This design comes from an exercise in tuning for small area on the open sky130 flow, not from production work.
Function was checked by simulation only, so behaviour that the tests miss may differ from the original.
Power figures rest on the tool's default switching activity, not on a simulated workload.

Design vfu_top, start of the top module:
module vfu_top
(
    input  logic                     clk,
    input  logic                     rst_n,
    input  logic                     en,
    input  logic [16*32-1:0] vec_a,
    input  logic [16*32-1:0] vec_b,
    input  logic [4:0]               opcode,
    input  logic [2:0]               funct,
    output logic [16*32-1:0] vec_out,
    output logic                     out_valid
);
Settings: LEC_CHECK=0, CAP_MARGIN=20, CORE_AREA=5 5 515 515, DIE_AREA=0 0 520 520, PLACE_DENSITY=0.68, SLEW_MARGIN=20; clock period 6.0 ns.
standard.sh (not shown) runs the stock make flow with config.mk's settings and CLKGATE_MAP_FILE= SYNTH_SCRIPT=/design/flow/synth_recipe.tcl, a recipe that flattens the netlist after the stock synthesis.
==> flow/flow/run.sh <==
#!/bin/bash
# Own layout flow: the standard ORFS flow, with two changes:
#  - synthesis maps with an area-oriented ABC script (synth_area.tcl);
#    registers are untouched since ABC runs on the combinational logic only.
#  - port buffers use sky130_fd_sc_hd__buf_1 instead of the default cell.
#  - clock tree: smaller buffers, larger sink clusters, no dummy loads.
set -euo pipefail
W=$(pwd)
F=$W/flow
export MY_ABC_SCRIPT=$F/abc_area.script
CTS_ARGS="-sink_clustering_enable -repair_clock_nets -dont_use_dummy_load"
CTS_ARGS+=" -buf_list sky130_fd_sc_hd__clkbuf_8 -sink_clustering_size 22 -sink_clustering_max_diameter 65"
bash $W/standard.sh \
  SYNTH_SCRIPT=$F/synth_area.tcl \
  "BUFFER_PORTS_ARGS=-buffer_cell sky130_fd_sc_hd__buf_1" \
  "CTS_ARGS=$CTS_ARGS" \
  finish > $W/flow_make.log 2>&1
==> flow/flow/abc_area.script <==
strash
&get -n
&st
&dch
&nf -R 1000
&put
strash
&get -n
&st
&dch
&nf -R 1000
&put
topo
==> flow/flow/synth_area.tcl <==
# Same as synth_recipe.tcl, but ABC maps with the script named by MY_ABC_SCRIPT.
proc abc {args} {
  set i [lsearch -exact $args -script]
  if { $i >= 0 } { lset args [expr {$i + 1}] $::env(MY_ABC_SCRIPT) }
  yosys abc {*}$args
}
source [file dirname [file normalize [info script]]]/../synth_recipe.tcl
The starting point ran to the end with no violations.
Edit:
--- a/flow/flow/run.sh
+++ b/flow/flow/run.sh
@@ -10,5 +10,5 @@
 export MY_ABC_SCRIPT=$F/abc_area.script
 CTS_ARGS="-sink_clustering_enable -repair_clock_nets -dont_use_dummy_load"
-CTS_ARGS+=" -buf_list sky130_fd_sc_hd__clkbuf_8 -sink_clustering_size 22 -sink_clustering_max_diameter 65"
+CTS_ARGS+=" -buf_list sky130_fd_sc_hd__clkbuf_8 -sink_clustering_size 20 -sink_clustering_max_diameter 60"
 bash $W/standard.sh \
   SYNTH_SCRIPT=$F/synth_area.tcl \
Settings changed: PLACE_DENSITY 0.68 to not set.
=> First-iteration DRC count climbs by 5.2%; setup slack gets better by 0.36 ns; area after synthesis is unchanged; maximum frequency climbs by 6.6%; total power is about the same; sequential share of layout area climbs by 0.12 points; via count climbs by 0.30%; count of clock-buffer cells in the layout climbs by 7; die area is unchanged; critical path depth climbs by 3; global-route usage drops by 1.0 points.
Edit:
--- a/flow/flow/run.sh
+++ b/flow/flow/run.sh
@@ -10,5 +10,5 @@
 export MY_ABC_SCRIPT=$F/abc_area.script
 CTS_ARGS="-sink_clustering_enable -repair_clock_nets -dont_use_dummy_load"
-CTS_ARGS+=" -buf_list sky130_fd_sc_hd__clkbuf_8 -sink_clustering_size 20 -sink_clustering_max_diameter 60"
+CTS_ARGS+=" -buf_list sky130_fd_sc_hd__clkbuf_8 -sink_clustering_size 22 -sink_clustering_max_diameter 65"
 bash $W/standard.sh \
   SYNTH_SCRIPT=$F/synth_area.tcl \
Settings changed: PLACE_DENSITY set to 0.75.
The new run ran to the end with no violations.
Global-route usage rose by 1.1 points.
Non-clock buffer count increases by 4.
Worst hold slack degrades by 0.0067 ns.
Worst setup slack is worse by 0.22 ns.
Combinational power came out higher by a few percent.
Wire length is higher by a few percent.
Die area is unchanged.
Design area goes down slightly.
Clock power falls by a few percent.
Clock skew is unchanged.
Flip-flop and latch count is unchanged.
Edit:
--- a/flow/flow/run.sh
+++ b/flow/flow/run.sh
@@ -10,5 +10,5 @@
 export MY_ABC_SCRIPT=$F/abc_area.script
 CTS_ARGS="-sink_clustering_enable -repair_clock_nets -dont_use_dummy_load"
-CTS_ARGS+=" -buf_list sky130_fd_sc_hd__clkbuf_8 -sink_clustering_size 22 -sink_clustering_max_diameter 65"
+CTS_ARGS+=" -buf_list sky130_fd_sc_hd__clkbuf_8 -sink_clustering_size 20 -sink_clustering_max_diameter 60"
 bash $W/standard.sh \
   SYNTH_SCRIPT=$F/synth_area.tcl \
==> flow/flow/abc_area.script (replaced) <==
strash
&get -n
&st
&dch
&nf -R 1000
&put
mfs2
strash
&get -n
&st
&dch
&nf -R 1000
&put
topo
Settings changed: PLACE_DENSITY 0.75 to not set.
The changed run finished with timing, DRC and antenna clean.
Worst hold slack loses 0.0064 ns.
Sequential share of layout area falls by 0.48 points.
Wire length falls by about 0.4%.
Via count falls by about 3%.
Maximum frequency rises by 4.8%.
Design area rises by about 2%.
Edit:
==> flow/flow/abc_area.script (replaced) <==
strash
&get -n
&st
&dch
&nf -R 1000
&put
strash
&get -n
&st
&dch
&nf -R 1000
&put
topo
Settings changed: PLACE_DENSITY set to 0.75.
Worst setup slack is worse by 0.24 ns. Sequential power is about the same. Power is lower by about 1.4%. Final cell count is lower by 0.89%. Clock skew stays the same. Worst hold slack is better by 0.0065 ns. Global-route usage barely changes. Wire length barely changes.

[static timing again, ports no longer ideal]
No port has a modelled driver above. Below, the same layouts with a new extraction and two added sets of constraints.
Step 1 sets driving cells, clkbuf_16 on the clock port and buf_2 on the other inputs (assumed; they add their load-dependent delay and slew).
Step 2 times the ports against the registers' clock, not the clock port: input delays grow and output delays shrink by t, the midpoint of the rising clock arrivals with the driver on.
Slacks: ideal / step 1 / step 2; pairs: ideal / step 1.
run | shift t [ns] | setup WS [ns] | cell pins on the clock port's net
the first run | 0.922 | 0.224 / 0.289 / -0.634 | 1
the second run | 0.875 | 0.581 / 0.633 / -0.242 | 1
the third run | 0.852 | 0.363 / 0.415 / -0.437 | 1
the fourth run | 0.885 | 0.619 / 0.668 / -0.217 | 1
the fifth run | 0.901 | 0.375 / 0.431 / -0.471 | 1
Met with ideal ports but missed after step 2: setup timing in every run listed. For the first run, which loses most, drivers alone change the setup slack by +0.065 ns; drivers and shift together by -0.858 ns.
